What follows belongs to an exercise in optimizing a design on an open flow for small area and a short achievable clock period; a production flow would make more cautious choices.
Only simulation tests tie the RTL to the original design; equivalence was not proved.
Power figures rest on the tool's default switching activity, not on a simulated workload.

==> flow/design.v <==
package rv_isa_pkg;
	typedef enum logic [7-1:0] {
		OPC_LUI    = 7'b0110111,
		OPC_AUIPC  = 7'b0010111,
		OPC_JAL    = 7'b1101111,
		OPC_JALR   = 7'b1100111,
		OPC_BRANCH = 7'b1100011,
		OPC_LOAD   = 7'b0000011,
		OPC_STORE  = 7'b0100011,
		OPC_OP_IMM = 7'b0010011,
		OPC_OP     = 7'b0110011
	} opcode_e;
	localparam logic [3-1:0] F3_JALR    = 3'b000;
	localparam logic [3-1:0] F3_BEQ     = 3'b000;
	localparam logic [3-1:0] F3_BNE     = 3'b001;
	localparam logic [3-1:0] F3_BLT     = 3'b100;
	localparam logic [3-1:0] F3_BGE     = 3'b101;
	localparam logic [3-1:0] F3_BLTU    = 3'b110;
	localparam logic [3-1:0] F3_BGEU    = 3'b111;
	localparam logic [3-1:0] F3_LB      = 3'b000;
	localparam logic [3-1:0] F3_LH      = 3'b001;
	localparam logic [3-1:0] F3_LW      = 3'b010;
	localparam logic [3-1:0] F3_LBU     = 3'b100;
	localparam logic [3-1:0] F3_LHU     = 3'b101;
	localparam logic [3-1:0] F3_SB      = 3'b000;
	localparam logic [3-1:0] F3_SH      = 3'b001;
	localparam logic [3-1:0] F3_SW      = 3'b010;
	localparam logic [3-1:0] F3_ADD_SUB = 3'b000;
	localparam logic [3-1:0] F3_SLL     = 3'b001;
	localparam logic [3-1:0] F3_SLT     = 3'b010;
	localparam logic [3-1:0] F3_SLTU    = 3'b011;
	localparam logic [3-1:0] F3_XOR     = 3'b100;
	localparam logic [3-1:0] F3_SRL_SRA = 3'b101;
	localparam logic [3-1:0] F3_OR      = 3'b110;
	localparam logic [3-1:0] F3_AND     = 3'b111;
	localparam logic [7-1:0] F7_ADD     = 7'b0000000;
	localparam logic [7-1:0] F7_SUB     = 7'b0100000;
	localparam logic [7-1:0] F7_SRL     = 7'b0000000;
	localparam logic [7-1:0] F7_SRA     = 7'b0100000;
	localparam logic [5-1:0] REG_ZERO = '0;  
	typedef struct packed {
		logic [7-1:0]   funct7;
		logic [5-1:0] rs2;
		logic [5-1:0] rs1;
		logic [3-1:0]   funct3;
		logic [5-1:0] rd;
		logic [7-1:0]  opcode;
	} r_fmt_t;
	typedef struct packed {
		logic [11:0]        imm_11_0;
		logic [5-1:0] rs1;
		logic [3-1:0]   funct3;
		logic [5-1:0] rd;
		logic [7-1:0]  opcode;
	} i_fmt_t;
	typedef struct packed {
		logic [6:0]         imm_11_5;
		logic [5-1:0] rs2;
		logic [5-1:0] rs1;
		logic [3-1:0]   funct3;
		logic [4:0]         imm_4_0;
		logic [7-1:0]  opcode;
	} s_fmt_t;
	typedef struct packed {
		logic               imm_12;
		logic [5:0]         imm_10_5;
		logic [5-1:0] rs2;
		logic [5-1:0] rs1;
		logic [3-1:0]   funct3;
		logic [3:0]         imm_4_1;
		logic               imm_11;
		logic [7-1:0]  opcode;
	} b_fmt_t;
	typedef struct packed {
		logic [19:0]        imm_31_12;
		logic [5-1:0] rd;
		logic [7-1:0]  opcode;
	} u_fmt_t;
	typedef struct packed {
		logic               imm_20;
		logic [9:0]         imm_10_1;
		logic               imm_11;
		logic [7:0]         imm_19_12;
		logic [5-1:0] rd;
		logic [7-1:0]  opcode;
	} j_fmt_t;
	typedef union packed {
		r_fmt_t r;
		i_fmt_t i;
		s_fmt_t s;
		b_fmt_t b;
		u_fmt_t u;
		j_fmt_t j;
	} inst_u;
	typedef enum logic [2:0] {
		IMM_NONE  = 3'd0,
		IMM_I     = 3'd1,
		IMM_SHAMT = 3'd2,
		IMM_S     = 3'd3,
		IMM_B     = 3'd4,
		IMM_U     = 3'd5,
		IMM_J     = 3'd6
	} imm_sel_e;
endpackage
package rv_pipe_pkg;
	typedef enum logic [2:0] {
		ALU_NOP = 3'd0,
		ALU_LOG = 3'd1,  
		ALU_ARI = 3'd2,  
		ALU_SHI = 3'd3,
		ALU_JAB = 3'd4,  
		ALU_LAS = 3'd5   
	} alusel_e;
	typedef struct packed {
		logic               re1;
		logic               re2;
		logic [5-1:0] addr1;
		logic [5-1:0] addr2;
	} rf_read_t;
	typedef struct packed {
		logic               we;
		logic [5-1:0] addr;
		logic [32-1:0]   data;
	} fwd_t;
	typedef struct packed {
		logic               valid;
		logic               illegal;
		alusel_e            alusel;
		logic [7-1:0]  opcode;
		logic [3-1:0]   funct3;
		logic [7-1:0]   funct7;
		logic [32-1:0]   reg1;
		logic [32-1:0]   reg2;
		logic [5-1:0] wd;
		logic               wreg;
		logic [32-1:0]   link_addr;
		logic [32-1:0]   inst;
	} id_ex_t;
	typedef struct packed {
		logic             taken;
		logic [32-1:0] target;
	} branch_t;
endpackage
`timescale 1ns/10ps
module inst_decoder (
	input  logic [31:0] inst_i,
	output logic        lui_o,
	output logic        auipc_o,
	output logic        jal_o,
	output logic        jalr_o,    
	output logic        br_o,      
	output logic        ld_o,      
	output logic        st_o,      
	output logic        opi_o,     
	output logic        op_o,      
	output logic        legal_o,
	output logic        re1_o,
	output logic        re2_o,
	output logic [2:0]  alusel_o
);
	logic [6:0] opc;
	logic [2:0] f3;
	logic [6:0] f7;
	logic       f7_zero;
	logic       f7_alt;   
	logic       shift;
	assign opc     = inst_i[6:0];
	assign f3      = inst_i[14:12];
	assign f7      = inst_i[31:25];
	assign f7_zero = f7 == 7'b0000000;
	assign f7_alt  = f7[6] == 1'b0 && f7[4:0] == 5'b00000;
	assign shift   = f3[1:0] == 2'b01;
	assign lui_o   = opc == 7'b0110111;
	assign auipc_o = opc == 7'b0010111;
	assign jal_o   = opc == 7'b1101111;
	assign jalr_o  = opc == 7'b1100111 && f3 == 3'b000;
	assign br_o    = opc == 7'b1100011 && (f3[2] || !f3[1]);
	assign ld_o    = opc == 7'b0000011 && !(f3[1] && f3[0]) && !(f3[2] && f3[1]);
	assign st_o    = opc == 7'b0100011 && !f3[2] && !(f3[1] && f3[0]);
	assign opi_o   = opc == 7'b0010011 &&
		(f3 == 3'b001 ? f7_zero : f3 == 3'b101 ? f7_alt : 1'b1);
	assign op_o    = opc == 7'b0110011 &&
		((f3 == 3'b000 || f3 == 3'b101) ? f7_alt : f7_zero);
	assign legal_o = lui_o | auipc_o | jal_o | jalr_o | br_o | ld_o | st_o | opi_o | op_o;
	assign re1_o   = jalr_o | br_o | ld_o | st_o | opi_o | op_o;
	assign re2_o   = br_o | st_o | op_o;
	always_comb begin
		if (lui_o || auipc_o)
			alusel_o = 3'd1;
		else if (jal_o || jalr_o || br_o)
			alusel_o = 3'd4;
		else if (ld_o || st_o)
			alusel_o = 3'd5;
		else if (opi_o || op_o)
			alusel_o = shift ? 3'd3 : (f3[2] && f3 != 3'b101) ? 3'd1 : 3'd2;
		else
			alusel_o = 3'd0;
	end
endmodule
`timescale 1ns/10ps
module pfx_add32 #(parameter int KIND = 0) (
	input  logic [31:0] a_i,
	input  logic [31:0] b_i,
	output logic [31:0] s_o
);
	logic [31:0] g [6];
	logic [31:0] p [6];
	logic [31:0] c;    
	always_comb begin
		g[0] = a_i & b_i;
		p[0] = a_i ^ b_i;
		for (int l = 1; l < 6; l++) begin
			g[l] = g[l-1];
			p[l] = p[l-1];
		end
		if (KIND == 1) begin
			for (int l = 1; l < 6; l++) begin
				for (int i = 0; i < 32; i++) begin
					if ((i >> (l-1)) % 2 == 1) begin
						int j;
						j = ((i >> (l-1)) << (l-1)) - 1;
						g[l][i] = g[l-1][i] | (p[l-1][i] & g[l-1][j]);
						p[l][i] = p[l-1][i] & p[l-1][j];
					end else begin
						g[l][i] = g[l-1][i];
						p[l][i] = p[l-1][i];
					end
				end
			end
		end else begin
			for (int l = 1; l < 6; l++) begin
				for (int i = 0; i < 32; i++) begin
					if ((i + 1) % (1 << l) == 0) begin
						g[l][i] = g[l-1][i] | (p[l-1][i] & g[l-1][i - (1 << (l-1))]);
						p[l][i] = p[l-1][i] & p[l-1][i - (1 << (l-1))];
					end else begin
						g[l][i] = g[l-1][i];
						p[l][i] = p[l-1][i];
					end
				end
			end
		end
	end
	logic [31:0] gf;   
	always_comb begin
		if (KIND == 1) begin
			gf = g[5];
		end else begin
			logic [31:0] gg;
			gg = g[5];
			for (int l = 4; l >= 1; l--) begin
				for (int i = 0; i < 32; i++) begin
					if ((i + 1) % (1 << l) == (1 << (l-1)) && i >= (1 << l)) begin
						gg[i] = g[l-1][i] | (p[l-1][i] & gg[i - (1 << (l-1))]);
					end
				end
			end
			gf = gg;
		end
	end
	assign c   = {gf[30:0], 1'b0};
	if (KIND == 2) begin : g_plain
		assign s_o = a_i + b_i;
	end else begin : g_pfx
		assign s_o = p[0] ^ c;
	end
endmodule
`timescale 1ns/10ps
module id_stage_top (
	input  logic         clk,
	input  logic         rst_i,
	input  logic         inst_valid_i,
	input  logic [31:0]  pc_i,
	input  logic [31:0]  inst_i,
	input  logic [31:0]  rf_data1_i,
	input  logic [31:0]  rf_data2_i,
	input  logic [37:0]  ex_fwd_i,
	input  logic [37:0]  mem_fwd_i,
	input  logic         stall_i,
	output logic [11:0]  rf_read_o,
	output logic [32:0]  branch_o,
	output logic [155:0] id_ex_o
);
	logic       lui, auipc, jal, jalr, br, ld, st, opi, op, legal, re1, re2;
	logic [2:0] alusel_unused;
	inst_decoder u_dec (
		.inst_i  (inst_i),
		.lui_o   (lui),
		.auipc_o (auipc),
		.jal_o   (jal),
		.jalr_o  (jalr),
		.br_o    (br),
		.ld_o    (ld),
		.st_o    (st),
		.opi_o   (opi),
		.op_o    (op),
		.legal_o (legal),
		.re1_o   (re1),
		.re2_o   (re2),
		.alusel_o(alusel_unused)
	);
	logic [4:0] rs1, rs2;
	assign rs1 = inst_i[19:15];
	assign rs2 = inst_i[24:20];
	assign rf_read_o = {re1, re2, re1 ? rs1 : 5'd0, re2 ? rs2 : 5'd0};
	logic [31:0] imm_i, imm_s, imm_b, imm_u, imm_j, imm_sh;
	assign imm_i  = {{20{inst_i[31]}}, inst_i[31:20]};
	assign imm_s  = {{20{inst_i[31]}}, inst_i[31:25], inst_i[11:7]};
	assign imm_b  = {{20{inst_i[31]}}, inst_i[7], inst_i[30:25], inst_i[11:8], 1'b0};
	assign imm_u  = {inst_i[31:12], 12'b0};
	assign imm_j  = {{12{inst_i[31]}}, inst_i[19:12], inst_i[20], inst_i[30:21], 1'b0};
	assign imm_sh = {27'b0, inst_i[24:20]};
	logic        ex_we, mem_we;
	logic [4:0]  ex_a, mem_a;
	logic [31:0] ex_d, mem_d;
	assign {ex_we, ex_a, ex_d}    = ex_fwd_i;
	assign {mem_we, mem_a, mem_d} = mem_fwd_i;
	logic ex_ok, mem_ok;
	assign ex_ok  = ex_we  && ex_a  != 5'd0;
	assign mem_ok = mem_we && mem_a != 5'd0;
	logic ex_hit1, mem_hit1, ex_hit2, mem_hit2;
	assign ex_hit1  = ex_ok  && ex_a  == rs1;
	assign mem_hit1 = mem_ok && mem_a == rs1;
	assign ex_hit2  = ex_ok  && ex_a  == rs2;
	assign mem_hit2 = mem_ok && mem_a == rs2;
	logic f1_ex, f1_mem, f1_rf, f2_ex, f2_mem, f2_rf;
	assign f1_ex  = ex_hit1;
	assign f1_mem = !ex_hit1 && mem_hit1;
	assign f1_rf  = !ex_hit1 && !mem_hit1;
	assign f2_ex  = ex_hit2;
	assign f2_mem = !ex_hit2 && mem_hit2;
	assign f2_rf  = !ex_hit2 && !mem_hit2;
	logic [31:0] f1, f2;
	assign f1 = ({32{f1_ex}} & ex_d) | ({32{f1_mem}} & mem_d) | ({32{f1_rf}} & rf_data1_i);
	assign f2 = ({32{f2_ex}} & ex_d) | ({32{f2_mem}} & mem_d) | ({32{f2_rf}} & rf_data2_i);
	logic        eq, lt, cond;
	logic [31:0] c1, c2;
	assign c1   = {f1[31] ^ !inst_i[13], f1[30:0]};
	assign c2   = {f2[31] ^ !inst_i[13], f2[30:0]};
	assign lt   = c1 < c2;
	assign eq   = f1 == f2;
	assign cond = (inst_i[14] ? lt : eq) ^ inst_i[12];
	logic        a_rs1;
	logic [31:0] add_a, add_b, sum;
	assign a_rs1 = inst_i[6] && !inst_i[3] && inst_i[2];
	assign add_a = a_rs1 ? f1 : pc_i;
	assign add_b = !inst_i[6] ? imm_u : inst_i[3] ? imm_j : inst_i[2] ? imm_i : imm_b;
	pfx_add32 #(.KIND(1)) u_add (.a_i(add_a), .b_i(add_b), .s_o(sum));
	assign branch_o = {inst_valid_i && !stall_i && (jal || jalr || (br && cond)),
		sum[31:1], sum[0] && !a_rs1};
	logic [31:0] pc4;
	logic [31:0] inc_c;   
	logic [29:0] all1 [6];   
	always_comb begin
		all1[0] = pc_i[31:2];
		for (int l = 1; l < 6; l++) begin
			for (int i = 0; i < 30; i++) begin
				if ((i >> (l-1)) % 2 == 1)
					all1[l][i] = all1[l-1][i] & all1[l-1][((i >> (l-1)) << (l-1)) - 1];
				else
					all1[l][i] = all1[l-1][i];
			end
		end
		inc_c = {all1[5][28:0], 1'b1, 2'b00};
	end
	assign pc4 = pc_i ^ inc_c;
	logic hold, load;
	assign hold = stall_i && !rst_i;
	assign load = !stall_i && !rst_i;
	logic s1_f, s1_u, s1_sum, s1_j;
	assign s1_f   = load && re1;
	assign s1_u   = load && lui;
	assign s1_sum = load && auipc;
	assign s1_j   = load && jal;
	logic        v_q;
	logic [31:0] inst_q, r1_q, r2_q;
	logic [31:0] r1_d;
	assign r1_d = ({32{hold}} & r1_q) | ({32{s1_f}} & f1) | ({32{s1_u}} & imm_u) |
		({32{s1_sum}} & sum) | ({32{s1_j}} & imm_j);
	always_ff @(posedge clk) begin
		v_q    <= (hold && v_q) || (load && inst_valid_i);
		inst_q <= ({32{hold}} & inst_q) | ({32{load}} & inst_i);
		r1_q   <= r1_d;
	end
	always_ff @(posedge clk) begin
		if (!stall_i)
			r2_q <= re2 ? f2 : pc4;
	end
	logic       q_lui, q_auipc, q_jal, q_jalr, q_br, q_ld, q_st, q_opi, q_op, q_legal;
	logic       q_re1, q_re2;
	logic [2:0] q_alusel;
	inst_decoder u_qdec (
		.inst_i  (inst_q),
		.lui_o   (q_lui),
		.auipc_o (q_auipc),
		.jal_o   (q_jal),
		.jalr_o  (q_jalr),
		.br_o    (q_br),
		.ld_o    (q_ld),
		.st_o    (q_st),
		.opi_o   (q_opi),
		.op_o    (q_op),
		.legal_o (q_legal),
		.re1_o   (q_re1),
		.re2_o   (q_re2),
		.alusel_o(q_alusel)
	);
	logic        q_jump, q_keep_f7;
	logic [2:0]  q_f3;
	logic [6:0]  q_f7;
	logic [31:0] q_reg2, q_link;
	assign q_jump    = q_jal || q_jalr;
	assign q_keep_f7 = q_alusel == 3'd3 || (q_op && inst_q[14:12] == 3'b000);
	assign q_f3      = (q_lui || q_auipc || q_jal) ? 3'd0 : inst_q[14:12];
	assign q_f7      = q_keep_f7 ? inst_q[31:25] : 7'd0;
	logic        q_sel_r1, q_sel_imm, q_shift;
	logic [31:0] q_imm;
	assign q_shift   = inst_q[13:12] == 2'b01;
	assign q_sel_r1  = q_lui || q_auipc || q_jal;
	assign q_sel_imm = q_jalr || q_ld || q_opi;
	assign q_imm     = (q_opi && q_shift) ? {27'd0, inst_q[24:20]} : {{20{inst_q[31]}}, inst_q[31:20]};
	assign q_reg2    = ({32{q_re2}} & r2_q) | ({32{q_sel_r1}} & r1_q) | ({32{q_sel_imm}} & q_imm);
	assign q_link    = q_jump ? r2_q : 32'd0;
	assign id_ex_o = {v_q, v_q && !q_legal, q_alusel, inst_q[6:0], q_f3, q_f7,
		r1_q, q_reg2, inst_q[11:7], q_legal && !q_br && !q_st, q_link, inst_q};
endmodule
==> flow/flow/run.sh <==
#!/bin/bash
# Standard ORFS layout with two changes: the cell that buffer_ports puts on
# every input and output port (a plain buffer instead of the default
# delay-buffer choice), and clock tree synthesis without dummy load cells.
# Every tool's output goes to orfs/logs and flow.log.
set -euo pipefail
export BUFFER_PORTS_ARGS="-buffer_cell sky130_fd_sc_hd__buf_1"
export CTS_ARGS="-sink_clustering_enable -repair_clock_nets -dont_use_dummy_load"
bash standard.sh finish > flow.log 2>&1
==> flow/standard.sh <==
#!/bin/bash
# synth_recipe.tcl (not shown) runs the flow's synth.tcl, then flattens the netlist and writes it again
# the make line also repeats each setting of config.mk as NAME=value (left out here)
make -C /OpenROAD-flow-scripts/flow DESIGN_CONFIG=/design/flow/config.mk WORK_HOME=/design/flow/orfs CLKGATE_MAP_FILE= SYNTH_SCRIPT=/design/flow/synth_recipe.tcl "${@:-finish}"
==> flow/config.mk <==
export PLATFORM = sky130hd
export DESIGN_NAME = id_stage_top
export DESIGN_NICKNAME = id_stage_top
export VERILOG_FILES = /design/flow/design.v
export SDC_FILE = /design/flow/constraint.sdc
export NUM_CORES = 4
export LEC_CHECK = 0
export ABC_AREA = 1
export CAP_MARGIN = 20
export CORE_MARGIN = 2
export CORE_UTILIZATION = 40
export SETUP_SLACK_MARGIN = 2.8
export SLEW_MARGIN = 20
==> flow/constraint.sdc <==
create_clock -name core_clock -period 12.0 [get_ports {clk}]
set_input_delay 2.4000 -clock core_clock [delete_from_list [all_inputs] [get_ports {clk}]]
set_output_delay 2.4000 -clock core_clock [all_outputs]
set_load 0.01 [all_outputs]
==> tab_implementation.tex, run 1 <==
\begin{tabular}{lr}
\hline
Metric & Value \\
\hline
\multicolumn{2}{l}{\textbf{Setup path}} \\
Arrival @ worst endpoint & around 6.7 ns \\
CP Launch Type & primary input \\
Critical path class & primary input to output port \\
Req. time, crit path & around 9.6 ns \\
Worst Setup End Kind & output port \\
Crit Path Max Fanout & 15 \\
\multicolumn{2}{l}{\textbf{Synth}} \\
Synthesized-area fraction occupied by ao, oa, aoi and oai cells & 22.4\% \\
Cell area after synthesis & 9770 µm² \\
Count of warnings emitted by yosys & 6 \\
Largest area contributor in the synthesized netlist & sky130\_fd\_sc\_hd\_\_nand2\_1 \\
Multiplexer share of the synthesized area & 0\% \\
Cells after synthesis & $\sim$1500 \\
Top cells by area in the synthesized netlist & sky130\_fd\_sc\_hd\_\_nand2\_1, sky130\_fd\_sc\_hd\_\_dfxtp\_1, sky130\_fd\_sc\_hd\_\_edfxtp\_1, sky130\_fd\_sc\_hd\_\_ha\_1, sky130\_fd\_sc\_hd\_\_inv\_1 \\
Unique cell type count in the Yosys netlist & 55 \\
Register bit total from synthesis & 97 \\
Fraction of post-synthesis cell area in the top cell type by area & between 10\% and 20\% \\
Area share of and/or/nand/nor cells after synthesis & roughly 28\% \\
Dominant combinational cell family by area after synthesis & simple AND/OR/NAND/NOR gates \\
Area share of fa/ha/maj cells after synthesis & roughly a tenth \\
Async SR Flop Fraction & 0\% \\
Xor and xnor fraction of the mapped netlist area & under 10\% \\
Sequential area share after synthesis & between 20\% and 30\% \\
Most instantiated flip-flop cell in the synthesis netlist & sky130\_fd\_sc\_hd\_\_dfxtp\_1 \\
Number of flops mapped to enable cells by yosys & 32 \\
Syn avg cell area & approximately 6.4 µm² \\
\multicolumn{2}{l}{\textbf{Power}} \\
Overall power of the completed layout & between 1000 and 1500 µW \\
Combinational share of power & a little under two fifths \\
Sequential group share of total power & between 30\% and 40\% \\
Clock power share & 26.2\% \\
Pleak & around 0.0054 µW \\
Power per cell area & 85.8 nW/µm² \\
IR Drop Worst-Case VDD & approximately 65 µV \\
Share of total power consumed by net switching & between 30\% and 40\% \\
Pint & between 600 and 700 µW \\
Switching pwr & 405 µW \\
\multicolumn{2}{l}{\textbf{Placed design}} \\
Number of buffer cells added on primary ports & roughly 400 \\
Final HPWL from detailed placement & between 30 and 40 mm \\
Routability cong. & roughly 0.99 \\
\multicolumn{2}{l}{\textbf{CTS}} \\
CTS sink cnt & 97 \\
H-tree lvl count & 3 \\
Clock root buffer master & sky130\_fd\_sc\_hd\_\_clkbuf\_16 \\
CTS Buffer Depth & 2 \\
Number of clock buffers inserted by TritonCTS & 9 \\
Clock tree from TritonCTS & built \\
Count of hold-fix buffers inserted at cts & 0 \\
Clock Latency Late Sink & approximately 0.35 ns \\
Register clock-pin slew on the reported worst setup and hold paths & 0.08 ns \\
\multicolumn{2}{l}{\textbf{Final layout}} \\
Synthesis-to-finish area growth & 21.1\% \\
Leading cell types in the layout, fill and taps excluded & sky130\_fd\_sc\_hd\_\_buf\_1, sky130\_fd\_sc\_hd\_\_nand2\_1, sky130\_fd\_sc\_hd\_\_inv\_1 \\
Nets@finish & about 2200 \\
Antenna Diode Count & 0 \\
Final core utilization & between 40\% and 50\% \\
Commonest non-fill, non-tap cell in the layout & sky130\_fd\_sc\_hd\_\_buf\_1 \\
Proportion of layout cells with a drive suffix above 1 & 5.40\% \\
\multicolumn{2}{l}{\textbf{Die}} \\
Effective utilization at floorplan & 40.4\% \\
Width of the chip & 160 µm \\
FP Rows & 57 \\
Core Box Area & 24200 µm² \\
Top-level port count & $\sim$410 \\
Die area & between 20000 and 30000 µm² \\
Die outline height & around 160 µm \\
\multicolumn{2}{l}{\textbf{Global route}} \\
Wire length of the first global-routing pass & between 60 and 70 mm \\
Initial antenna violation count & 0 \\
Global route total overflow & 0 \\
Pin count of the biggest net entering global routing & 61 \\
Via count of the first global-routing pass & approximately 11000 \\
Tot GR Track Use & a little over a third \\
\multicolumn{2}{l}{\textbf{Detailed routing}} \\
Drt initial violations & approximately 1400 \\
Final routed DRC violation total & 0 \\
Pre-antenna DRT Iters & 6 \\
Routed len/inst & between 20 and 25 µm \\
Post-DR vias/cell & between 5 and 6 \\
Total length of routed wires & $\sim$48 mm \\
Via count & around 12000 \\
Antenna Nets Post-Route & 0 \\
\multicolumn{2}{l}{\textbf{Flow run}} \\
Count of maximum capacitance violations & 0 \\
\multicolumn{2}{l}{\textbf{Outcome}} \\
Status & no timing/DRC/antenna violations \\
\multicolumn{2}{l}{\textbf{STA}} \\
Number of slew-limit violations in the final report & 0 \\
Share of the cycle needed by the critical path after routing & between 70 and 80\% \\
Setup TNS & 0 ns \\
Timing-limited maximum frequency & between 100 and 150 MHz \\
Min Tclk post-route & about 9 ns \\
Transition time at the pin with the least slew margin & 0.988 ns \\
Final number of hold-violating endpoints & 0 \\
Final setup viols & 0 \\
Unrepaired setup endpoints after global routing & false \\
Normalized max-slew margin & about a third \\
Worst Skew & 0 ns \\
\multicolumn{2}{l}{\textbf{Worst hold path}} \\
Worst hold path class & flip-flop to flip-flop \\
\hline
\end{tabular}
cell usage after synthesis, types with 2 or more instances:
cell type and number:
sky130_fd_sc_hd__nand3b_1 3, sky130_fd_sc_hd__o211ai_1 49, sky130_fd_sc_hd__o22ai_1 27, sky130_fd_sc_hd__a31oi_1 2
sky130_fd_sc_hd__inv_2 20, sky130_fd_sc_hd__dfxtp_1 65, sky130_fd_sc_hd__buf_4 21, sky130_fd_sc_hd__nand2_1 393
sky130_fd_sc_hd__o221ai_1 13, sky130_fd_sc_hd__nand4_1 13, sky130_fd_sc_hd__buf_2 7, sky130_fd_sc_hd__fa_1 5
sky130_fd_sc_hd__o21ai_1 14, sky130_fd_sc_hd__a21o_1 3, sky130_fd_sc_hd__o21ai_0 92, sky130_fd_sc_hd__inv_1 205
sky130_fd_sc_hd__nor4_1 7, sky130_fd_sc_hd__clkinv_1 2, sky130_fd_sc_hd__clkbuf_1 48, sky130_fd_sc_hd__buf_1 5
sky130_fd_sc_hd__or2_2 3, sky130_fd_sc_hd__nor2_1 123, sky130_fd_sc_hd__edfxtp_1 32, sky130_fd_sc_hd__nor3_1 18
sky130_fd_sc_hd__and2_1 2, sky130_fd_sc_hd__nand2_4 2, sky130_fd_sc_hd__a21oi_1 69, sky130_fd_sc_hd__xnor2_1 10
sky130_fd_sc_hd__a22o_1 8, sky130_fd_sc_hd__a22oi_1 14, sky130_fd_sc_hd__a21boi_1 2, sky130_fd_sc_hd__nor2_4 6
sky130_fd_sc_hd__nand2_2 7, sky130_fd_sc_hd__ha_1 65, sky130_fd_sc_hd__o21bai_1 3, sky130_fd_sc_hd__a211oi_1 2
sky130_fd_sc_hd__a221oi_1 34, sky130_fd_sc_hd__o2111ai_1 6, sky130_fd_sc_hd__nand3_1 66, sky130_fd_sc_hd__xor2_1 34
metal layers:
metal  share of wire, %  global-route usage [%]  vias to the layer above  wire (µm)
li1                   -                       -                     5772          -
met1                 43                    49.5                     5784      20600
met2                 46                    57.6                      680      21900
met3                8.4                    4.05                       61       4010
met4                3.1                    11.7                        0       1510
met5                  0                       0                        -          0
critical path: stages:
cell,delay [ns]
sky130_fd_sc_hd__buf_1,0.24
sky130_fd_sc_hd__inv_2,0.30
sky130_fd_sc_hd__nand2_1,0.09
sky130_fd_sc_hd__nand2_1,0.06
sky130_fd_sc_hd__nand2_1,0.05
sky130_fd_sc_hd__nor2_1,0.12
sky130_fd_sc_hd__nand3_1,0.12
sky130_fd_sc_hd__buf_4,0.21
sky130_fd_sc_hd__nand2_1,0.24
sky130_fd_sc_hd__clkinvlp_4,0.40
sky130_fd_sc_hd__a221oi_1,0.54
sky130_fd_sc_hd__ha_1,0.24
sky130_fd_sc_hd__nand4_1,0.18
sky130_fd_sc_hd__nor4_1,0.32
sky130_fd_sc_hd__nand4_1,0.12
sky130_fd_sc_hd__nor2_1,0.12
sky130_fd_sc_hd__nand3_1,0.18
sky130_fd_sc_hd__nand3_1,0.18
sky130_fd_sc_hd__nand3_1,0.14
sky130_fd_sc_hd__a21oi_1,0.21
sky130_fd_sc_hd__buf_1,0.19
cell families (layout without fill, tap and decap cells):
group / Yosys count / after routing
buffers and inverters: 309 / 659
xor gates and xnor gates: 44 / 44
other: 1 / 6
adders and majority gates: 70 / 70
AOI/OAI and AO/OA: 343 / 343
and+or+nand+nor: 651 / 651
DFF: 97 / 97
area by class of cell:
type	instances	area, µm²
tap	324	405
timing repair inverter	1	7.51
multi-input combinational	1114	6390
clock buffer	9	225
sequential	97	2260
timing repair buffer	421	1680
fill	2695	12300
inverter	228	866
what timing repair did:
| item | 4_1_cts | 5_1_grt |
|---|---|---|
| buffers inserted | 2 | 4 |
| pin swaps | 1 | 4 |
| gates cloned | 0 | 1 |
| endpoints found under the setup margin | 20 | 18 |
| resized for setup | 7 | 22 |
through the flow:
stage | setup slack [ns] | cell area [µm²] | cells | hold slack (ns)
2_1_floorplan | 3.72 | 9790 | 1520 | 0.463
3_3_place_gp | 2.43 | 11400 | 2178 | 0.456
3_5_place_dp | 2.33 | 11400 | 2178 | 0.457
4_1_cts | 2.84 | 11700 | 2189 | 0.472
5_1_grt | 2.79 | 11800 | 2194 | 0.493
6_report | 2.94 | 11800 | 2194 | 0.468
registers in the layout, summed over array words and instances (netlist names):
signal and flops:
inst_q 32, r1_q 32, r2_q 32, v_q 1
worst paths after layout:
kind / startpoint / end / slack (ns) / cells after the start
hold / removal: inst_q[7] / inst_q[7] / 0.47 / 2
setup / recovery: inst_i[20] / branch_o[32] / 2.94 / 21
setup reg to reg: r1_q[5] / r1_q[5] / 11.00 / 4
hold reg to reg: inst_q[7] / inst_q[7] / 0.47 / 2
power by group through the flow:
stage | combinational [µW] | sequential [µW] | clock (µW)
finish | 381 | 369 | 266
detailed placement | 366 | 376 | 0
CTS | 371 | 368 | 265
global placement | 366 | 376 | 0
global route | 415 | 370 | 274
floorplan | 216 | 375 | 0
==> inputs of run 2 (changes only) <==
--- a/flow/config.mk
+++ b/flow/config.mk
@@ -9,5 +9,5 @@
 export CAP_MARGIN = 20
 export CORE_MARGIN = 2
 export CORE_UTILIZATION = 40
-export SETUP_SLACK_MARGIN = 2.8
+export SETUP_SLACK_MARGIN = 3.0
 export SLEW_MARGIN = 20
==> tab_implementation.tex, run 2 <==
\begin{tabular}{lr}
\hline
Metric & Value \\
\hline
\multicolumn{2}{l}{\textbf{Synth}} \\
Cells after synthesis & 1515 (unchanged) \\
Most instantiated flip-flop cell in the synthesis netlist & sky130\_fd\_sc\_hd\_\_dfxtp\_1 \\
Syn avg cell area & 6.45 µm² (unchanged) \\
Count leader, synth & sky130\_fd\_sc\_hd\_\_nand2\_1 \\
Sequential area share after synthesis & 23.2\% (unchanged) \\
Top cells by area in the synthesized netlist & sky130\_fd\_sc\_hd\_\_nand2\_1, sky130\_fd\_sc\_hd\_\_dfxtp\_1, sky130\_fd\_sc\_hd\_\_edfxtp\_1, sky130\_fd\_sc\_hd\_\_ha\_1, sky130\_fd\_sc\_hd\_\_inv\_1 \\
Most used standard cells in the synthesized netlist & sky130\_fd\_sc\_hd\_\_nand2\_1, sky130\_fd\_sc\_hd\_\_inv\_1, sky130\_fd\_sc\_hd\_\_nor2\_1 \\
Count of warnings emitted by yosys & 6 (unchanged) \\
Number of flops mapped to enable cells by yosys & 32 (unchanged) \\
Cell area after synthesis & 9770 µm² (unchanged) \\
Fraction of post-synthesis cell area in the top cell type by area & 15.1\% (unchanged) \\
Largest area contributor in the synthesized netlist & sky130\_fd\_sc\_hd\_\_nand2\_1 \\
Register bit total from synthesis & 97 (unchanged) \\
Unique cell type count in the Yosys netlist & 55 (unchanged) \\
Async SR Flop Fraction & 0\% (unchanged) \\
\multicolumn{2}{l}{\textbf{Detailed routing}} \\
Total length of routed wires & 48.2 mm (+0.30\%) \\
Post-DR vias/cell & 5.56 (-0.80\%) \\
Final routed DRC violation total & 0 (unchanged) \\
Pre-antenna DRT Iters & 6 (unchanged) \\
Routed len/inst & 21.9 µm (about the same) \\
Antenna Nets Post-Route & 0 (unchanged) \\
Via count & 12237 (-0.49\%) \\
Drt initial violations & 1379 (-2.8\%) \\
\multicolumn{2}{l}{\textbf{Final layout}} \\
Area of the multi-input gates & 6430 µm² (+0.72\%) \\
Sequential cell area & 2260 µm² (unchanged) \\
Largest registers ranked by flip-flop count & inst\_q (32), r1\_q (32), r2\_q (32) \\
Number of fill cells in the layout & 2685 (-0.37\%) \\
Commonest non-fill, non-tap cell in the layout & sky130\_fd\_sc\_hd\_\_buf\_1 \\
Leading cell types in the layout, fill and taps excluded & sky130\_fd\_sc\_hd\_\_buf\_1, sky130\_fd\_sc\_hd\_\_nand2\_1, sky130\_fd\_sc\_hd\_\_inv\_1 \\
Non-Filler Cell Area, Final & 12000 µm² (+1.2\%) \\
Proportion of layout cells with a drive suffix above 1 & 6.93\% (+1.5 points) \\
Antenna Diode Count & 0 (unchanged) \\
Synthesis-to-finish area growth & 22.5\% \\
Nets@finish & 2157 (+0.33\%) \\
\multicolumn{2}{l}{\textbf{Setup path}} \\
Arrival @ worst endpoint & 6.41 ns (-0.25 ns) \\
Number of buffers and inverters on the critical path & 5 (unchanged) \\
Slowest stage cell, crit path & sky130\_fd\_sc\_hd\_\_o211ai\_1 \\
Delay of the slowest cell on the worst path & 0.47 ns (-0.07 ns) \\
CP Launch Type & primary input \\
Crit Path Max Fanout & 28 (+13) \\
Req. time, crit path & 9.60 ns (about the same) \\
Critical path class & primary input to output port \\
Most frequent cell on the critical path & sky130\_fd\_sc\_hd\_\_nand2\_1 \\
Worst Setup End Kind & output port \\
CP delay by family, top & simple AND/OR/NAND/NOR gates \\
\multicolumn{2}{l}{\textbf{STA}} \\
Final number of hold-violating endpoints & 0 (unchanged) \\
Timing-limited maximum frequency & 113 MHz (+2.8\%) \\
Final setup viols & 0 (unchanged) \\
Normalized max-slew margin & 34.5\% (+0.37 points) \\
Transition time at the pin with the least slew margin & 0.982 ns (-0.00555 ns) \\
Setup TNS & 0 ns (unchanged) \\
Number of slew-limit violations in the final report & 0 (unchanged) \\
Worst Skew & 0 ns (unchanged) \\
Share of the cycle needed by the critical path after routing & 73.4\% (-2.0 points) \\
Min Tclk post-route & 8.81 ns (-0.245 ns) \\
Unrepaired setup endpoints after global routing & true \\
\multicolumn{2}{l}{\textbf{Global route}} \\
Initial antenna violation count & 0 (unchanged) \\
Pin count of the biggest net entering global routing & 61 (unchanged) \\
Tot GR Track Use & 35.7\% (+0.054 points) \\
Met2 Track Usage GR & 57.8\% (+0.12 points) \\
Global route total overflow & 0 (unchanged) \\
Most Used Layer, Global Route & met2 \\
Wire length of the first global-routing pass & 69.1 mm (+0.14\%) \\
Global routing usage on met1 & 49.6\% (+0.064 points) \\
Met3 capacity usage during global routing & 4.05\% (unchanged) \\
Via count of the first global-routing pass & 10960 (+0.24\%) \\
\multicolumn{2}{l}{\textbf{Placed design}} \\
Final HPWL from detailed placement & 39.5 mm (unchanged) \\
Number of buffer cells added on primary ports & 402 (unchanged) \\
Placed standard-cell area & 11400 µm² (unchanged) \\
Routability cong. & 0.992 (unchanged) \\
\multicolumn{2}{l}{\textbf{Die}} \\
Die outline height & 160 µm (unchanged) \\
FP Rows & 57 (unchanged) \\
Core Box Area & 24200 µm² (unchanged) \\
Top-level port count & 409 (unchanged) \\
Die area & 25700 µm² (unchanged) \\
Effective utilization at floorplan & 40.4\% (unchanged) \\
Width of the chip & 160 µm (unchanged) \\
\multicolumn{2}{l}{\textbf{CTS}} \\
CTS sink cnt & 97 (unchanged) \\
Count of hold-fix buffers inserted at cts & 0 (unchanged) \\
Clock tree from TritonCTS & built \\
CTS Buffer Depth & 2 (unchanged) \\
Register clock-pin slew on the reported worst setup and hold paths & 0.08 ns (about the same) \\
H-tree lvl count & 3 (unchanged) \\
Clock Latency Late Sink & 0.35 ns (about the same) \\
Number of clock buffers inserted by TritonCTS & 9 (unchanged) \\
Clock root buffer master & sky130\_fd\_sc\_hd\_\_clkbuf\_16 \\
\multicolumn{2}{l}{\textbf{Power}} \\
IR Drop Worst-Case VDD & 68.2 µV (+4.9\%) \\
Pleak & 0.00547 µW (+1.4\%) \\
Power per cell area & 85.5 nW/µm² (-0.37\%) \\
\multicolumn{2}{l}{\textbf{Flow run}} \\
Count of maximum capacitance violations & 0 (unchanged) \\
\multicolumn{2}{l}{\textbf{Worst hold path}} \\
Worst hold path class & flip-flop to flip-flop \\
\multicolumn{2}{l}{\textbf{Outcome}} \\
Status & no timing/DRC/antenna violations \\
\hline
\end{tabular}
run 2: cell counts after synthesis:
No cell type changed its count.
run 2: final timing paths:
check	start	to	slack, ns	cells after the start
worst max-delay path	inst_i[15]	branch_o[31]	3.19	27
worst min register to register	inst_q[7]	inst_q[7]	0.47	2
worst min-delay path	inst_q[7]	inst_q[7]	0.47	2
worst max register to register	r1_q[5]	r1_q[5]	11.00	4
run 2: kinds of logic after synthesis:
logic type               Yosys count  synth area share [%]
AO/OA/AOI/OAI                    343                  22.4
XOR/XNOR                          44                  3.95
adder cells (fa/ha/maj)           70                  9.35
buffers and inverters            309                  12.8
flip-flops                        97                  23.2
other                              1                0.0384
AND/OR/NAND/NOR                  651                  28.3
run 2: timing repair:
| action | 4_1_cts | 5_1_grt |
|---|---|---|
| pin swaps | 2 | 9 |
| gates cloned | 0 | 2 |
| resized for setup | 15 | 44 |
| endpoints found under the hold margin | 0 | 0 |
| setup endpoints to repair | 24 | 20 |
| setup buffers | 5 | 7 |
run 2: power breakdown:
| part | total, µW | switching (µW) | internal (µW) |
|---|---|---|---|
| Clock | 265 | 132 | 133 |
| Sequential | 369 | 11.7 | 357 |
| Combinational | 390 | 263 | 127 |
run 2: worst reg2reg max path: stages, from the launching register on:
cell,delay [ns]
sky130_fd_sc_hd__dfxtp_1,0.34
sky130_fd_sc_hd__nand2_1,0.07
sky130_fd_sc_hd__o21ai_0,0.10
sky130_fd_sc_hd__a21oi_1,0.18
sky130_fd_sc_hd__o21ai_0,0.16
run 2: area by class of cell:
type	count	share of cell area, %
timing repair inverter	2	0.105
tap	324	3.39
timing repair buffer	427	14.7
sequential	97	18.9
inverter	228	7.24
multi-input combinational	1114	53.8
clock buffer	9	1.88
run 2: through the flow:
| stage | worst slack, ns | instances | hold WS [ns] | utilization, % | power [µW] |
|---|---|---|---|---|---|
| floorplan | 3.72 | 1520 | 0.463 | - | 590 |
| global placement | 2.43 | 2178 | 0.456 | 47.3 | 741 |
| detailed placement | 2.33 | 2178 | 0.457 | 47.3 | 742 |
| CTS | 2.96 | 2192 | 0.472 | 48.6 | 1010 |
| global route | 2.94 | 2201 | 0.493 | 49.5 | 1070 |
| finish | 3.19 | 2201 | 0.468 | 49.5 | 1020 |
run 2: routing by layer:
layer,wire (µm),share of wire (%),vias up
li1,-,-,5769
met1,20600,43,5731
met2,22000,46,664
met3,3920,8.1,73
met4,1660,3.4,0
met5,0,0,-
==> inputs of run 3 (changes only) <==
--- a/flow/config.mk
+++ b/flow/config.mk
@@ -9,5 +9,6 @@
 export CAP_MARGIN = 20
 export CORE_MARGIN = 2
 export CORE_UTILIZATION = 40
+export GPL_ROUTABILITY_DRIVEN = 0
 export SETUP_SLACK_MARGIN = 3.0
 export SLEW_MARGIN = 20
==> tab_implementation.tex, run 3 <==
\begin{tabular}{lr}
\hline
Metric & Value \\
\hline
\multicolumn{2}{l}{\textbf{Setup path}} \\
Crit Path Max Fanout & 15 (-46\%) \\
CP Launch Type & primary input \\
Req. time, crit path & 9.60 ns (about the same) \\
Critical path class & primary input to output port \\
Worst Setup End Kind & output port \\
Arrival @ worst endpoint & 6.50 ns (+0.09 ns) \\
\multicolumn{2}{l}{\textbf{Detailed routing}} \\
Total length of routed wires & 47.0 mm (-2.4\%) \\
Antenna Nets Post-Route & 0 (unchanged) \\
Pre-antenna DRT Iters & 6 (unchanged) \\
Routed len/inst & 21.3 µm (-2.7\%) \\
Final routed DRC violation total & 0 (unchanged) \\
Post-DR vias/cell & 5.62 (+1.1\%) \\
Drt initial violations & 1370 (-0.65\%) \\
Via count & 12411 (+1.4\%) \\
\multicolumn{2}{l}{\textbf{Global route}} \\
Wire length of the first global-routing pass & 68.1 mm (-1.4\%) \\
Global route total overflow & 0 (unchanged) \\
Tot GR Track Use & 34.9\% (-0.73 points) \\
Initial antenna violation count & 1 (+1) \\
Via count of the first global-routing pass & 11330 (+3.4\%) \\
Pin count of the biggest net entering global routing & 61 (unchanged) \\
\multicolumn{2}{l}{\textbf{CTS}} \\
Register clock-pin slew on the reported worst setup and hold paths & 0.08 ns (about the same) \\
Clock root buffer master & sky130\_fd\_sc\_hd\_\_clkbuf\_16 \\
Clock Latency Late Sink & 0.36 ns (about the same) \\
H-tree lvl count & 3 (unchanged) \\
Clock tree from TritonCTS & built \\
CTS Buffer Depth & 2 (unchanged) \\
Number of clock buffers inserted by TritonCTS & 9 (unchanged) \\
CTS sink cnt & 97 (unchanged) \\
\multicolumn{2}{l}{\textbf{STA}} \\
Min Hold Slack & 0.463 ns (-0.00530 ns) \\
Share of the cycle needed by the critical path after routing & 74.2\% (+0.75 points) \\
Setup TNS & 0 ns (unchanged) \\
Min Tclk post-route & 8.90 ns (+0.0905 ns) \\
Timing-limited maximum frequency & 112 MHz (-1.0\%) \\
Final setup viols & 0 (unchanged) \\
Number of slew-limit violations in the final report & 0 (unchanged) \\
Final WS setup & 3.10 ns (-0.0905 ns) \\
Normalized max-slew margin & 35.4\% (+0.91 points) \\
Worst Skew & 0 ns (unchanged) \\
Final number of hold-violating endpoints & 0 (unchanged) \\
Unrepaired setup endpoints after global routing & true \\
Transition time at the pin with the least slew margin & 0.967 ns (-0.0151 ns) \\
\multicolumn{2}{l}{\textbf{Final layout}} \\
Antenna Diode Count & 0 (unchanged) \\
Proportion of layout cells with a drive suffix above 1 & 7.06\% (+0.14 points) \\
Leading cell types in the layout, fill and taps excluded & sky130\_fd\_sc\_hd\_\_buf\_1, sky130\_fd\_sc\_hd\_\_nand2\_1, sky130\_fd\_sc\_hd\_\_inv\_1 \\
Synthesis-to-finish area growth & 23.0\% \\
Filler-free cell count of the finished design & 2207 (+0.27\%) \\
Number of fill cells in the layout & 2638 (-1.8\%) \\
Largest registers ranked by flip-flop count & inst\_q (32), r1\_q (32), r2\_q (32) \\
Commonest non-fill, non-tap cell in the layout & sky130\_fd\_sc\_hd\_\_buf\_1 \\
Nets@finish & 2163 (+0.28\%) \\
\multicolumn{2}{l}{\textbf{Synth}} \\
Top cells by area in the synthesized netlist & sky130\_fd\_sc\_hd\_\_nand2\_1, sky130\_fd\_sc\_hd\_\_dfxtp\_1, sky130\_fd\_sc\_hd\_\_edfxtp\_1, sky130\_fd\_sc\_hd\_\_ha\_1, sky130\_fd\_sc\_hd\_\_inv\_1 \\
Sequential area share after synthesis & 23.2\% (unchanged) \\
Most used standard cells in the synthesized netlist & sky130\_fd\_sc\_hd\_\_nand2\_1, sky130\_fd\_sc\_hd\_\_inv\_1, sky130\_fd\_sc\_hd\_\_nor2\_1 \\
Syn avg cell area & 6.45 µm² (unchanged) \\
Number of flops mapped to enable cells by yosys & 32 (unchanged) \\
Count leader, synth & sky130\_fd\_sc\_hd\_\_nand2\_1 \\
Cell area after synthesis & 9770 µm² (unchanged) \\
Count of warnings emitted by yosys & 6 (unchanged) \\
Async SR Flop Fraction & 0\% (unchanged) \\
Largest area contributor in the synthesized netlist & sky130\_fd\_sc\_hd\_\_nand2\_1 \\
Unique cell type count in the Yosys netlist & 55 (unchanged) \\
Register bit total from synthesis & 97 (unchanged) \\
Most instantiated flip-flop cell in the synthesis netlist & sky130\_fd\_sc\_hd\_\_dfxtp\_1 \\
Cells after synthesis & 1515 (unchanged) \\
Fraction of post-synthesis cell area in the top cell type by area & 15.1\% (unchanged) \\
\multicolumn{2}{l}{\textbf{Die}} \\
Width of the chip & 160 µm (unchanged) \\
FP Rows & 57 (unchanged) \\
Die area & 25700 µm² (unchanged) \\
Core Box Area & 24200 µm² (unchanged) \\
Die outline height & 160 µm (unchanged) \\
Top-level port count & 409 (unchanged) \\
Effective utilization at floorplan & 40.4\% (unchanged) \\
\multicolumn{2}{l}{\textbf{Power}} \\
IR Drop Worst-Case VDD & 67.4 µV (-1.2\%) \\
Pleak & 0.00549 µW (+0.37\%) \\
Power per cell area & 85.0 nW/µm² (-0.61\%) \\
\multicolumn{2}{l}{\textbf{Placed design}} \\
Instance count after placement with tap cells included & 2178 (unchanged) \\
Worst Setup Slack post-DPL & 2.26 ns (-0.0682 ns) \\
Number of buffer cells added on primary ports & 402 (unchanged) \\
Final HPWL from detailed placement & 38.4 mm (-2.7\%) \\
\multicolumn{2}{l}{\textbf{Outcome}} \\
Status & no timing/DRC/antenna violations \\
\multicolumn{2}{l}{\textbf{Flow run}} \\
Count of maximum capacitance violations & 0 (unchanged) \\
\multicolumn{2}{l}{\textbf{Worst hold path}} \\
Worst hold path class & flip-flop to flip-flop \\
\hline
\end{tabular}
[run 3: worst max-delay path, stage by stage]
cell and delay (ns):
sky130_fd_sc_hd__buf_1 0.42, sky130_fd_sc_hd__nand2_1 0.12, sky130_fd_sc_hd__nand2_1 0.09, sky130_fd_sc_hd__nand2_1 0.05, sky130_fd_sc_hd__nor2_1 0.09, sky130_fd_sc_hd__nand3_1 0.12
sky130_fd_sc_hd__buf_4 0.22, sky130_fd_sc_hd__nand2_1 0.25, sky130_fd_sc_hd__clkinvlp_4 0.39, sky130_fd_sc_hd__a221oi_1 0.56, sky130_fd_sc_hd__ha_1 0.25, sky130_fd_sc_hd__nand3_1 0.11
sky130_fd_sc_hd__inv_1 0.09, sky130_fd_sc_hd__nand3_1 0.07, sky130_fd_sc_hd__nor3_1 0.30, sky130_fd_sc_hd__nand3_1 0.25, sky130_fd_sc_hd__nand3_1 0.17, sky130_fd_sc_hd__nand3_1 0.13
sky130_fd_sc_hd__a21oi_1 0.23, sky130_fd_sc_hd__buf_1 0.18
[run 3: final timing paths]
kind | slack (ns) | start | endpoint | depth (start not counted)
hold / removal | 0.46 | inst_q[7] | inst_q[7] | 2
setup / recovery | 3.10 | inst_i[20] | branch_o[32] | 20
setup reg to reg | 11.05 | r1_q[5] | r1_q[5] | 4
hold reg to reg | 0.46 | inst_q[7] | inst_q[7] | 2
[run 3: stage by stage]
stage               utilization [%]  area (µm²)  total power, µW
finish                         49.7       12000             1020
global route                   49.7       12000             1070
CTS                            48.5       11700              999
detailed placement             47.3       11400              740
global placement               47.3       11400              735
floorplan                         -        9790              590
[run 3: cells by family (layout without fill, tap and decap cells)]
kind of cell	count (synthesis)	in the layout	synth area share (%)
AO/OA/AOI/OAI	343	343	22.4
XOR/XNOR	44	44	3.95
adder cells (fa/ha/maj)	70	70	9.35
buffers and inverters	309	672	12.8
flip-flops	97	97	23.2
other	1	6	0.0384
AND/OR/NAND/NOR	651	651	28.3
[run 3: layer usage]
layer / track usage [%] / routed length, µm
met1: 46.4 / 19300
met2: 57.0 / 21300
met3: 6.03 / 4510
met4: 12.9 / 1850
met5: 0 / 0
[run 3: timing repair]
item / CTS / global route
pin swaps: 2 / 12
gates resized for setup: 13 / 45
setup buffers: 6 / 13
hold buffers: 0 / 0
endpoints found under the setup margin: 24 / 21
gates cloned: 0 / 1
[run 3: layout make-up]
| class | count | area, µm² | share of cell area [%] |
|---|---|---|---|
| clock buffers | 9 | 225 | 1.87 |
| inverters | 228 | 872 | 7.26 |
| multi-input cells | 1114 | 6440 | 53.6 |
| flip-flops and latches | 97 | 2260 | 18.8 |
| well taps | 324 | 405 | 3.37 |
| repair buffers | 434 | 1800 | 15.0 |
| repair inverters | 1 | 7.51 | 0.0625 |
[run 3: power breakdown]
part           switching [µW]  internal [µW]  total [µW]
Combinational             261            128         389
Clock                     130            133         263
Sequential               12.4            357         370
Total                     403            618        1020
==> inputs of run 4 (changes only) <==
--- a/flow/config.mk
+++ b/flow/config.mk
@@ -9,6 +9,5 @@
 export CAP_MARGIN = 20
 export CORE_MARGIN = 2
 export CORE_UTILIZATION = 40
-export GPL_ROUTABILITY_DRIVEN = 0
-export SETUP_SLACK_MARGIN = 3.0
+export SETUP_SLACK_MARGIN = 3.15
 export SLEW_MARGIN = 20
==> tab_implementation.tex, run 4 <==
\begin{tabular}{lr}
\hline
Metric & Value \\
\hline
\multicolumn{2}{l}{\textbf{Outcome}} \\
Status & no timing/DRC/antenna violations \\
\multicolumn{2}{l}{\textbf{Worst hold path}} \\
Worst hold path class & flip-flop to flip-flop \\
\multicolumn{2}{l}{\textbf{Synth}} \\
Sequential area share after synthesis & 23.2\% (unchanged) \\
Unique cell type count in the Yosys netlist & 55 (unchanged) \\
Syn avg cell area & 6.45 µm² (unchanged) \\
Top cells by area in the synthesized netlist & sky130\_fd\_sc\_hd\_\_nand2\_1, sky130\_fd\_sc\_hd\_\_dfxtp\_1, sky130\_fd\_sc\_hd\_\_edfxtp\_1, sky130\_fd\_sc\_hd\_\_ha\_1, sky130\_fd\_sc\_hd\_\_inv\_1 \\
Count leader, synth & sky130\_fd\_sc\_hd\_\_nand2\_1 \\
Largest area contributor in the synthesized netlist & sky130\_fd\_sc\_hd\_\_nand2\_1 \\
Number of flops mapped to enable cells by yosys & 32 (unchanged) \\
Cell area after synthesis & 9770 µm² (unchanged) \\
Count of warnings emitted by yosys & 6 (unchanged) \\
Most used standard cells in the synthesized netlist & sky130\_fd\_sc\_hd\_\_nand2\_1, sky130\_fd\_sc\_hd\_\_inv\_1, sky130\_fd\_sc\_hd\_\_nor2\_1 \\
Cells after synthesis & 1515 (unchanged) \\
Register bit total from synthesis & 97 (unchanged) \\
Most instantiated flip-flop cell in the synthesis netlist & sky130\_fd\_sc\_hd\_\_dfxtp\_1 \\
Fraction of post-synthesis cell area in the top cell type by area & 15.1\% (unchanged) \\
Async SR Flop Fraction & 0\% (unchanged) \\
\multicolumn{2}{l}{\textbf{Detailed routing}} \\
Via count & 12296 (-0.93\%) \\
Pre-antenna DRT Iters & 5 (-1) \\
Final routed DRC violation total & 0 (unchanged) \\
Antenna Nets Post-Route & 0 (unchanged) \\
Total length of routed wires & 48.9 mm (+4.0\%) \\
Post-DR vias/cell & 5.55 (-1.3\%) \\
Drt initial violations & 1348 (-1.6\%) \\
Routed len/inst & 22.1 µm (+3.6\%) \\
\multicolumn{2}{l}{\textbf{Placed design}} \\
Routability cong. & just under 1 \\
Instance count after placement with tap cells included & 2178 (unchanged) \\
Number of buffer cells added on primary ports & 402 (unchanged) \\
Final HPWL from detailed placement & 39.5 mm (+2.8\%) \\
\multicolumn{2}{l}{\textbf{Power}} \\
IR Drop Worst-Case VDD & 69.3 µV (+2.8\%) \\
Power per cell area & 85.0 nW/µm² (about the same) \\
Pleak & 0.00558 µW (+1.6\%) \\
Overall power of the completed layout & 1040 µW (+1.5\%) \\
\multicolumn{2}{l}{\textbf{CTS}} \\
Clock tree from TritonCTS & built \\
Number of clock buffers inserted by TritonCTS & 9 (unchanged) \\
CTS Buffer Depth & 2 (unchanged) \\
Clock Latency Late Sink & 0.35 ns (about the same) \\
Clock root buffer master & sky130\_fd\_sc\_hd\_\_clkbuf\_16 \\
H-tree lvl count & 3 (unchanged) \\
CTS sink cnt & 97 (unchanged) \\
Register clock-pin slew on the reported worst setup and hold paths & 0.09 ns (about the same) \\
\multicolumn{2}{l}{\textbf{Final layout}} \\
Nets@finish & 2171 (+0.37\%) \\
Antenna Diode Count & 0 (unchanged) \\
Filler-free cell count of the finished design & 2215 (+0.36\%) \\
Synthesis-to-finish area growth & 25.0\% \\
Proportion of layout cells with a drive suffix above 1 & 8.46\% (+1.4 points) \\
Leading cell types in the layout, fill and taps excluded & sky130\_fd\_sc\_hd\_\_nand2\_1, sky130\_fd\_sc\_hd\_\_buf\_1, sky130\_fd\_sc\_hd\_\_inv\_1 \\
Number of fill cells in the layout & 2662 (+0.91\%) \\
Final core utilization & 50.5\% (+0.78 points) \\
Largest registers ranked by flip-flop count & inst\_q (32), r1\_q (32), r2\_q (32) \\
\multicolumn{2}{l}{\textbf{STA}} \\
Transition time at the pin with the least slew margin & 0.983 ns (+0.0156 ns) \\
Setup TNS & 0 ns (unchanged) \\
Final setup viols & 0 (unchanged) \\
Min Hold Slack & 0.469 ns (+0.00536 ns) \\
Final number of hold-violating endpoints & 0 (unchanged) \\
Min Tclk post-route & 8.71 ns (-0.194 ns) \\
Worst Skew & 0 ns (unchanged) \\
Number of slew-limit violations in the final report & 0 (unchanged) \\
Share of the cycle needed by the critical path after routing & 72.6\% (-1.6 points) \\
Normalized max-slew margin & 34.4\% (-1.0 points) \\
Timing-limited maximum frequency & 115 MHz (+2.2\%) \\
Unrepaired setup endpoints after global routing & true \\
\multicolumn{2}{l}{\textbf{Die}} \\
Effective utilization at floorplan & 40.4\% (unchanged) \\
FP Rows & 57 (unchanged) \\
Die outline height & 160 µm (unchanged) \\
Width of the chip & 160 µm (unchanged) \\
Core Box Area & 24200 µm² (unchanged) \\
Top-level port count & 409 (unchanged) \\
Die area & 25700 µm² (unchanged) \\
\multicolumn{2}{l}{\textbf{Setup path}} \\
Req. time, crit path & 9.60 ns (about the same) \\
Worst Setup End Kind & output port \\
Arrival @ worst endpoint & 6.31 ns (-0.19 ns) \\
Critical path class & primary input to output port \\
CP Launch Type & primary input \\
Delay of the slowest cell on the worst path & 0.35 ns (-0.21 ns) \\
Slowest stage cell, crit path & sky130\_fd\_sc\_hd\_\_nor3\_4 \\
Crit Path Max Fanout & 28 (+13) \\
\multicolumn{2}{l}{\textbf{Global route}} \\
Initial antenna violation count & 0 (-1) \\
Tot GR Track Use & 36.0\% (+1.1 points) \\
Global route total overflow & 0 (unchanged) \\
Via count of the first global-routing pass & 11079 (-2.2\%) \\
Wire length of the first global-routing pass & 69.7 mm (+2.4\%) \\
Pin count of the biggest net entering global routing & 61 (unchanged) \\
\multicolumn{2}{l}{\textbf{Flow run}} \\
Count of maximum capacitance violations & 0 (unchanged) \\
\hline
\end{tabular}
[run 4: routing by layer]
layer / track usage (%) / wire length (µm)
met5: 0 / 0
met1: 49.7 / 20700
met2: 58.6 / 22400
met3: 4.08 / 4080
met4: 12.0 / 1710
[run 4: through the flow]
step / worst slack [ns] / area (µm²)
after detailed placement: 2.33 / 11400
after CTS: 3.13 / 11900
after floorplan: 3.72 / 9790
final: 3.29 / 12200
after global placement: 2.43 / 11400
after global routing: 3.06 / 12200
[run 4: cell type report]
| cell class | instances | area [µm²] | area share (%) |
|---|---|---|---|
| repair inverters | 2 | 12.5 | 0.103 |
| clock buffers | 9 | 225 | 1.85 |
| well taps | 324 | 405 | 3.32 |
| flip-flops and latches | 97 | 2260 | 18.5 |
| multi-input cells | 1115 | 6490 | 53.2 |
| inverters | 228 | 885 | 7.25 |
| repair buffers | 440 | 1920 | 15.7 |
[run 4: where the power goes]
group	total, µW	internal, µW	switching (µW)
clock	267	133	134
combinational	402	135	267
sequential	369	357	11.5
[run 4: worst paths after layout]
check,depth (start not counted),slack [ns],start,end
worst min register to register,2,0.47,inst_q[7],inst_q[7]
worst max-delay path,28,3.29,inst_i[15],branch_o[31]
worst max register to register,4,10.99,r1_q[5],r1_q[5]
worst min-delay path,2,0.47,inst_q[7],inst_q[7]
[run 4: cell families (layout without fill, tap and decap cells)]
group           count (synthesis)  count (layout)  share of synthesized area (%)
simple gates                  651             652                           28.3
compound gates                343             343                           22.4
buf+inv                       309             679                           12.8
flops                          97              97                           23.2
fa+ha+maj                      70              70                           9.35
xor+xnor                       44              44                           3.95
other cells                     1               6                         0.0384
[run 4: critical path, delay by kind of cell]
kind | cells | cell delay (ns)
and+or+nand+nor | 14 | 1.46
AOI/OAI and AO/OA | 6 | 1.29
buffers and inverters | 6 | 0.67
adders and majority gates | 1 | 0.33
xor gates and xnor gates | 1 | 0.13
[run 4: what timing repair did]
action                                  in CTS  in global routing
cloned                                       1                  3
setup buffers                                8                 16
resized for setup                           29                 61
hold buffers                                 0                  0
pin swaps                                    2                 24
endpoints found under the setup margin      25                 21
==> inputs of run 5 (changes only) <==
==> flow/flow/run.sh (replaced) <==
#!/bin/bash
# Standard ORFS layout; the only change is the cell that buffer_ports puts
# on every input and output port (a plain buffer instead of the default
# delay-buffer choice). Every tool's output goes to orfs/logs and flow.log.
set -euo pipefail
export BUFFER_PORTS_ARGS="-buffer_cell sky130_fd_sc_hd__buf_1"
bash standard.sh finish > flow.log 2>&1
--- a/flow/config.mk
+++ b/flow/config.mk
@@ -9,5 +9,5 @@
 export CAP_MARGIN = 20
 export CORE_MARGIN = 2
 export CORE_UTILIZATION = 40
-export SETUP_SLACK_MARGIN = 3.15
+export SETUP_SLACK_MARGIN = 3.4
 export SLEW_MARGIN = 20
==> tab_implementation.tex, run 5 <==
\begin{tabular}{lr}
\hline
Metric & Value \\
\hline
\multicolumn{2}{l}{\textbf{CTS}} \\
Clock Latency Late Sink & 0.36 ns (about the same) \\
CTS sink cnt & 97 (unchanged) \\
Number of clock buffers inserted by TritonCTS & 9 (unchanged) \\
H-tree lvl count & 3 (unchanged) \\
Clock root buffer master & sky130\_fd\_sc\_hd\_\_clkbuf\_16 \\
\multicolumn{2}{l}{\textbf{Detailed routing}} \\
Routed len/inst & 22.1 µm (+0.35\%) \\
Drt initial violations & 1403 (+4.1\%) \\
Post-DR vias/cell & 5.58 (+0.56\%) \\
Final routed DRC violation total & 0 (unchanged) \\
Antenna Nets Post-Route & 0 (unchanged) \\
\multicolumn{2}{l}{\textbf{Final layout}} \\
Leading cell types in the layout, fill and taps excluded & sky130\_fd\_sc\_hd\_\_nand2\_1, sky130\_fd\_sc\_hd\_\_buf\_1, sky130\_fd\_sc\_hd\_\_inv\_1 \\
Antenna Diode Count & 0 (unchanged) \\
Largest registers ranked by flip-flop count & inst\_q (32), r1\_q (32), r2\_q (32) \\
Non-Filler Cell Area, Final & 12600 µm² (+3.5\%) \\
Proportion of layout cells with a drive suffix above 1 & 11.4\% (+2.9 points) \\
Nets@finish & 2184 (+0.60\%) \\
\multicolumn{2}{l}{\textbf{Setup path}} \\
Startpoint of the most critical setup path & ex\_fwd\_i[32] \\
Worst Setup End Kind & output port \\
Critical path class & primary input to output port \\
CP Launch Type & primary input \\
Crit Path Max Fanout & 28 (unchanged) \\
Req. time, crit path & 9.60 ns (about the same) \\
Worst reg-to-reg path cell count & 4 (unchanged) \\
\multicolumn{2}{l}{\textbf{Global route}} \\
Met3 capacity usage during global routing & 4.49\% (+0.42 points) \\
Global routing usage on met1 & 49.7\% (about the same) \\
Tot GR Track Use & 36.3\% (+0.25 points) \\
Wire length of the first global-routing pass & 70.2 mm (+0.68\%) \\
Initial antenna violation count & 0 (unchanged) \\
Global route total overflow & 0 (unchanged) \\
Pin count of the biggest net entering global routing & 61 (unchanged) \\
Via count of the first global-routing pass & 11186 (+0.97\%) \\
\multicolumn{2}{l}{\textbf{Synth}} \\
Largest area contributor in the synthesized netlist & sky130\_fd\_sc\_hd\_\_nand2\_1 \\
Dominant combinational cell family by area after synthesis & simple AND/OR/NAND/NOR gates \\
Unique cell type count in the Yosys netlist & 55 (unchanged) \\
Fraction of post-synthesis cell area in the top cell type by area & 15.1\% (unchanged) \\
Sequential area share after synthesis & 23.2\% (unchanged) \\
Most instantiated flip-flop cell in the synthesis netlist & sky130\_fd\_sc\_hd\_\_dfxtp\_1 \\
Cell area after synthesis & 9770 µm² (unchanged) \\
Area share of fa/ha/maj cells after synthesis & 9.35\% (unchanged) \\
Count of warnings emitted by yosys & 6 (unchanged) \\
Xor and xnor fraction of the mapped netlist area & 3.95\% (unchanged) \\
Top cells by area in the synthesized netlist & sky130\_fd\_sc\_hd\_\_nand2\_1, sky130\_fd\_sc\_hd\_\_dfxtp\_1, sky130\_fd\_sc\_hd\_\_edfxtp\_1, sky130\_fd\_sc\_hd\_\_ha\_1, sky130\_fd\_sc\_hd\_\_inv\_1 \\
Synthesized-area fraction occupied by ao, oa, aoi and oai cells & 22.4\% (unchanged) \\
Most used standard cells in the synthesized netlist & sky130\_fd\_sc\_hd\_\_nand2\_1, sky130\_fd\_sc\_hd\_\_inv\_1, sky130\_fd\_sc\_hd\_\_nor2\_1 \\
Number of flops mapped to enable cells by yosys & 32 (unchanged) \\
Cells after synthesis & 1515 (unchanged) \\
\multicolumn{2}{l}{\textbf{STA}} \\
Transition time at the pin with the least slew margin & 0.958 ns (-0.0253 ns) \\
Share of the cycle needed by the critical path after routing & 72.0\% (-0.59 points) \\
Final number of hold-violating endpoints & 0 (unchanged) \\
Number of slew-limit violations in the final report & 0 (unchanged) \\
Final WS setup & 3.36 ns (+0.0711 ns) \\
Normalized max-slew margin & 35.9\% (+1.5 points) \\
Worst Skew & 0 ns (unchanged) \\
Final setup viols & 0 (unchanged) \\
Min Tclk post-route & 8.64 ns (-0.0711 ns) \\
\multicolumn{2}{l}{\textbf{Power}} \\
Overall power of the completed layout & 1100 µW (+6.5\%) \\
Clock power share & 28.3\% (+2.6 points) \\
Power per cell area & 87.4 nW/µm² (+2.9\%) \\
Sequential group share of total power & 33.4\% (-2.1 points) \\
Switching pwr & 450 µW (+9.2\%) \\
Pint & 654 µW (+4.7\%) \\
\multicolumn{2}{l}{\textbf{Die}} \\
Core Box Area & 24200 µm² (unchanged) \\
Width of the chip & 160 µm (unchanged) \\
Die outline height & 160 µm (unchanged) \\
FP Rows & 57 (unchanged) \\
\multicolumn{2}{l}{\textbf{Placed design}} \\
Final HPWL from detailed placement & 39.5 mm (unchanged) \\
Routability cong. & 0.992 (unchanged) \\
Number of buffer cells added on primary ports & 402 (unchanged) \\
\multicolumn{2}{l}{\textbf{Worst hold path}} \\
Min-Delay Path Depth & 2 (unchanged) \\
\multicolumn{2}{l}{\textbf{Outcome}} \\
Status & no timing/DRC/antenna violations \\
\multicolumn{2}{l}{\textbf{Flow run}} \\
Count of maximum capacitance violations & 0 (unchanged) \\
\hline
\end{tabular}
[run 5: layout make-up]
type	instances	area, µm²
clock buffers	9	225
clock inverters	7	72.6
fillers	2621	11500
inverters	228	910
multi-input cells	1116	6690
flip-flops and latches	97	2260
well taps	324	405
repair buffers	453	2060
repair inverters	1	7.51
[run 5: path summary, 6_finish.rpt]
path                  end  slack (ns)
min reg2reg     inst_q[7]        0.47
max          branch_o[31]        3.36
max reg2reg       r1_q[5]       10.95
min             inst_q[7]        0.47
[run 5: metal layers]
layer	up-vias	routed length, µm
met5	-	0
met1	5812	20700
met2	732	22600
li1	5847	-
met4	0	1790
met3	86	4390
[run 5: metrics by stage]
| stage | hold WS, ns | cells |
|---|---|---|
| 2_1_floorplan | 0.463 | 1520 |
| 3_3_place_gp | 0.456 | 2178 |
| 3_5_place_dp | 0.457 | 2178 |
| 4_1_cts | 0.472 | 2214 |
| 5_1_grt | 0.493 | 2235 |
| 6_report | 0.470 | 2235 |
[run 5: cells by family after synthesis]
family                     after synthesis
adders and majority gates               70
other                                    1
buffers and inverters                  309
and+or+nand+nor                        651
DFF                                     97
xor gates and xnor gates                44
AOI/OAI and AO/OA                      343
[run 5: repair_timing]
item / 4_1_cts / 5_1_grt
hold buffers: 0 / 0
gates cloned: 1 / 3
setup endpoints to repair: 27 / 21
pin swaps: 10 / 34
gates resized for setup: 65 / 103
buffers inserted: 19 / 18
[run 5: critical path, cell delays in order]
cell and delay (ns):
sky130_fd_sc_hd__buf_1 0.11, sky130_fd_sc_hd__nor2_1 0.14, sky130_fd_sc_hd__nand3_1 0.08, sky130_fd_sc_hd__nand2_1 0.06, sky130_fd_sc_hd__inv_1 0.07, sky130_fd_sc_hd__nand3_4 0.13, sky130_fd_sc_hd__buf_12 0.16, sky130_fd_sc_hd__inv_8 0.08
sky130_fd_sc_hd__nand2_1 0.08, sky130_fd_sc_hd__nand2_1 0.05, sky130_fd_sc_hd__nor2_1 0.30, sky130_fd_sc_hd__o21ai_0 0.22, sky130_fd_sc_hd__ha_1 0.39, sky130_fd_sc_hd__a21oi_1 0.24, sky130_fd_sc_hd__nand2_2 0.10, sky130_fd_sc_hd__a21o_1 0.20
sky130_fd_sc_hd__nand2_1 0.08, sky130_fd_sc_hd__nand2_2 0.07, sky130_fd_sc_hd__a21o_1 0.19, sky130_fd_sc_hd__nand2_1 0.09, sky130_fd_sc_hd__nand2_2 0.09, sky130_fd_sc_hd__a21oi_4 0.26, sky130_fd_sc_hd__inv_2 0.08, sky130_fd_sc_hd__a21oi_2 0.18
sky130_fd_sc_hd__xnor2_2 0.14, sky130_fd_sc_hd__inv_1 0.08, sky130_fd_sc_hd__buf_6 0.13
[run 5: power groups by stage]
stage / logic [µW] / registers [µW] / clock network, µW
floorplan: 216 / 375 / 0
global placement: 366 / 376 / 0
detailed placement: 366 / 376 / 0
CTS: 384 / 368 / 310
global route: 457 / 370 / 320
finish: 423 / 369 / 312

port drivers added, routing unchanged:
Ports are ideal in the flow. The routed layouts listed here were re-timed in OpenROAD.
Step 1: set_driving_cell puts a clkbuf_16 on clk and a buf_2 on each other input, an assumption about the parent block.
Step 2 moves the port delays by t, midway between the first and last clock arrival at a register: inputs arrive t later, outputs are due t later. That takes back most of the time a late clock gives input paths.
Slacks: ideal / step 1 / step 2; pairs: ideal / step 1.
run	t (ns)	setup slack, ns	worst setup path at the end	clock arrival spread, ns	worst slew at a driven data input, ns
run 1	0.396	2.942 / 2.919 / 2.919	input to output	0.029 / 0.029	0.08
run 2	0.395	3.187 / 3.167 / 3.167	input to output	0.030 / 0.031	0.08
run 3	0.407	3.096 / 3.069 / 3.069	input to output	0.019 / 0.019	0.07
run 4	0.399	3.291 / 3.268 / 3.268	input to output	0.030 / 0.030	0.07
run 5	0.407	3.362 / 3.312 / 3.312	input to output	0.016 / 0.016	0.08
After both steps setup and hold are still met in every run listed. For run 5, which loses most, drivers alone change the setup slack by -0.050 ns; drivers and shift together by -0.050 ns.
